This design comes from an exercise in tuning for small area, a short achievable clock period and few clock cycles per item on the open sky130 flow, not from production work. RTL that was checked went through simulation tests only; none was proved equivalent to the original.

Design outlier_rejecting_moving_average_core, start of the top module:
module outlier_rejecting_moving_average_core (
	input  logic        clk,
	input  logic        arst_n,
	input  logic        in_valid,
	output logic        in_ready,
	input  logic [11:0] in_sample,
	output logic        out_valid,
	input  logic        out_ready,
	output logic [11:0] out_filtered,
	output logic        out_held
);
	localparam int WIN = 10;
	logic adv;
	assign adv      = !out_valid || out_ready;
	assign in_ready = adv;
	logic [8:0] v;
	always_ff @(posedge clk or negedge arst_n) begin
		if (!arst_n) begin
			v <= '0;
		end else if (adv) begin
			v <= {v[7:0], in_valid};
		end
	end
	logic [11:0]    h_q [WIN];
	logic [WIN-1:0] hv_q;
	logic [11:0] s0_q, s1_q, s2_q, old_q, old_d;
	always_comb begin
		logic [11:0] o;
		logic        ov;
		case ({v[2], v[1], v[0]})
			3'b000:                 begin o = h_q[0]; ov = hv_q[0]; end
			3'b001, 3'b010, 3'b100: begin o = h_q[1]; ov = hv_q[1]; end
			3'b011, 3'b101, 3'b110: begin o = h_q[2]; ov = hv_q[2]; end
			default:                begin o = h_q[3]; ov = hv_q[3]; end
		endcase
		if (v[2]) begin
			case ({v[1], v[0]})
				2'b00:          begin o = h_q[1]; ov = hv_q[1]; end
				2'b01, 2'b10:   begin o = h_q[2]; ov = hv_q[2]; end
  ...
For scale: roughly 31 I/O pins.
Settings: LEC_CHECK=0, CAP_MARGIN=20, CORE_MARGIN=2, CORE_UTILIZATION=60, SLEW_MARGIN=20; clock period 8.0 ns.
run.sh (not shown) runs the stock make flow with config.mk's settings and CLKGATE_MAP_FILE= SYNTH_SCRIPT=/design/flow/synth_recipe.tcl, a recipe that flattens the netlist after the stock synthesis.
Testbench counts at the start, summed over its fixed seeds: cycles 8,080, items 8,000.
==> next run, changes <==
--- a/flow/design.v
+++ b/flow/design.v
@@ -88,35 +88,39 @@
 			5'd18: div10_step = {1'b1, 4'd8};
 			5'd19: div10_step = {1'b1, 4'd9};
 			default: div10_step = 5'bx;
 		endcase
 	endfunction
 	logic [11:0] a_d, a_q;
-	logic [8:0]  ad_d, ad_q;
-	logic        nz_d, nz_q;
 	always_comb begin
 		logic [3:0] r;
 		logic [4:0] st;
 		r = sum_q[15:12];
 		for (int k = 11; k >= 0; k--) begin
 			st = div10_step(r, sum_q[k]);
 			a_d[k] = st[4];
 			r = st[3:0];
 		end
-		r = {1'b0, a_d[11:9]};
-		for (int k = 8; k >= 0; k--) begin
-			st = div10_step(r, a_d[k]);
-			ad_d[k] = st[4];
-			r = st[3:0];
-		end
-		nz_d = (r != 4'd0);
-	end
+	end
+	logic [8:0]  ad;
+	logic        nz;
 	logic [12:0] u;
 	logic [11:0] l;
-	assign u = {1'b0, a_q} + {4'd0, ad_q};
-	assign l = a_q - {3'd0, ad_q} - {11'd0, nz_q};
+	always_comb begin
+		logic [3:0] r;
+		logic [4:0] st;
+		r = {1'b0, a_q[11:9]};
+		for (int k = 8; k >= 0; k--) begin
+			st = div10_step(r, a_q[k]);
+			ad[k] = st[4];
+			r = st[3:0];
+		end
+		nz = (r != 4'd0);
+		u  = {1'b0, a_q} + {4'd0, ad};
+		l  = a_q - {3'd0, ad} - {11'd0, nz};
+	end
 	function automatic logic lt13(input logic [12:0] a, input logic [12:0] b);
 		logic c;
 		c = 1'b0;
 		for (int i = 0; i < 13; i++) begin
 			c = b[i] ? (~a[i] | c) : (~a[i] & c);
 		end
@@ -184,26 +188,24 @@
 	endfunction
 	logic [15:0] t_d;
 	logic [15:0] q5_d, q6_d, q7_d, q8_d, q9_d;
 	logic [15:0] x5_q, x6_q, x7_q, x8_q;
 	logic [3:0]  c5_q, c6_q, c7_q, c8_q;
 	assign t_d  = ps_q + pc_q;
-	assign q5_d = divn(t_d, c4_q, 1);
+	assign q5_d = divn(t_d, c4_q, 2);
 	assign q6_d = divn(x5_q, c5_q, 3);
 	assign q7_d = divn(x6_q, c6_q, 3);
 	assign q8_d = divn(x7_q, c7_q, 3);
-	assign q9_d = divn(x8_q, c8_q, 2);
+	assign q9_d = divn(x8_q, c8_q, 1);
 	always_ff @(posedge clk) begin
 		if (adv) begin
 			s0_q  <= in_sample;
 			old_q <= old_d;
 			s1_q  <= s0_q;
 			s2_q  <= s1_q;
 			a_q   <= a_d;
-			ad_q  <= ad_d;
-			nz_q  <= nz_d;
 			f_q   <= f_d;
 			ps_q  <= ps_d;
 			pc_q  <= pc_d;
 			c4_q  <= c_d;
 			x5_q  <= q5_d;
 			c5_q  <= c4_q;
The changed run completed with no timing, DRC or antenna violations; register-to-register slack degrades by 1600 ps; clock-buffer cell count went down by 11; setup slack got worse by 1600 ps; routed wire length rises by 15%; final area climbs by about 1.4%.
For the second run of this note, only the layout was checked, not whether the RTL still works.

Setup of the baseline:
outlier_rejecting_moving_average_core, a different RTL version from the one above (not shown whole).
For scale: about 2,500 cells after synthesis, ~490 flip-flops, ~31 I/O pins, about 29,000 sq um of cells after synthesis.
Settings: LEC_CHECK=0, CAP_MARGIN=20, CORE_MARGIN=2, CORE_UTILIZATION=60, CTS_CLUSTER_DIAMETER=60, CTS_CLUSTER_SIZE=30, GPL_TIMING_DRIVEN=1, SETUP_SLACK_MARGIN=4.4, SLEW_MARGIN=20; clock period 8.0 ns.
Testbench counts of the baseline, summed over its fixed seeds: cycles 8,112, items 8,000.
Relative to the baseline, the following input files were edited for the candidate:
diff --git a/flow/design.v b/flow/design.v
--- a/flow/design.v
+++ b/flow/design.v
@@ -31,25 +31,29 @@
 		end else if (adv) begin
 			v <= {v[NV-2:0], in_valid};
 		end
 	end
 	logic [11:0]    h_q [WIN];
 	logic [WIN-1:0] hv_q;
 	logic [11:0] s0_q, s1_q, s2_q, s3_q, s4_q, old_q, old_d;
 	always_comb begin
-		logic [2:0] n;
-		n = 3'(v[0]) + 3'(v[1]) + 3'(v[2]) + 3'(v[3]) + 3'(v[4]);
-		case (n)
-			3'd0:    old_d = hv_q[0] ? h_q[0] : 12'd0;
-			3'd1:    old_d = hv_q[1] ? h_q[1] : 12'd0;
-			3'd2:    old_d = hv_q[2] ? h_q[2] : 12'd0;
-			3'd3:    old_d = hv_q[3] ? h_q[3] : 12'd0;
-			3'd4:    old_d = hv_q[4] ? h_q[4] : 12'd0;
-			default: old_d = hv_q[5] ? h_q[5] : 12'd0;
+		case (v[4:0])
+			5'b00000:
+				old_d = hv_q[0] ? h_q[0] : 12'd0;
+			5'b00001, 5'b00010, 5'b00100, 5'b01000, 5'b10000:
+				old_d = hv_q[1] ? h_q[1] : 12'd0;
+			5'b00011, 5'b00101, 5'b00110, 5'b01001, 5'b01010, 5'b01100, 5'b10001, 5'b10010, 5'b10100, 5'b11000:
+				old_d = hv_q[2] ? h_q[2] : 12'd0;
+			5'b00111, 5'b01011, 5'b01101, 5'b01110, 5'b10011, 5'b10101, 5'b10110, 5'b11001, 5'b11010, 5'b11100:
+				old_d = hv_q[3] ? h_q[3] : 12'd0;
+			5'b01111, 5'b10111, 5'b11011, 5'b11101, 5'b11110:
+				old_d = hv_q[4] ? h_q[4] : 12'd0;
+			default:
+				old_d = hv_q[5] ? h_q[5] : 12'd0;
 		endcase
 	end
 	logic [15:0] sum_q;
 	always_ff @(posedge clk or negedge arst_n) begin
 		if (!arst_n) begin
 			sum_q <= '0;
 			hv_q  <= '0;
 		end else if (adv) begin
==> run summary <==
- The candidate — share of layout cells above drive strength 1 0.22 points lower, the baseline as reference
- Compared the candidate vs the baseline, and area after synthesis is up in the candidate.
- Compared with the baseline, routability congestion estimate from global placement in the candidate decreased by a few percent.
- The candidate: final cell utilization of the core 0.92 points above the baseline
- STATUS full die area: the candidate loses against the baseline
- Between the baseline and the candidate, the difference in proportion of cell area spent on the clock network is negligible.
- When the candidate is set beside the baseline, its combined global-route utilization of all metal layers turns out to be 1.0 points smaller.
- The number of vias in the routed layout reported for the candidate is greater than that of the baseline by 158.
- Going from the baseline to the candidate, non-clock buffer count +20, final critical-path share of the clock period -0.33 points.
- Where wire length is concerned, the baseline is outperformed by the candidate.
Only the layout flow was run in the candidate; the RTL was not checked for function there.

## static timing again, ports no longer ideal
No port has a modelled driver above. Below, the same layouts with a new extraction and two added sets of constraints. Step 1 assumes that a clkbuf_16 drives the clock port and a buf_2 every other input. Step 2 moves the port delays by t, midway between the first and last clock arrival at a register: inputs arrive t later, outputs are due t later. That takes back most of the time a late clock gives input paths. a / b / c = ideal ports / drivers / drivers and shift; a / b = the first two.
| run | t, ns | setup WS [ns] | latest minus earliest clock arrival (ns) |
|---|---|---|---|
| the first run of note 1 | 0.610 | 2.106 / 2.106 / 2.106 | 0.022 / 0.022 |
| the second run of note 1 | 0.619 | 0.465 / 0.465 / 0.465 | 0.019 / 0.019 |
| the baseline | 0.640 | 4.336 / 4.336 / 4.336 | 0.024 / 0.024 |
| the candidate | 0.638 | 4.362 / 4.362 / 4.362 | 0.023 / 0.024 |
After both steps setup and hold are still met in every run listed.
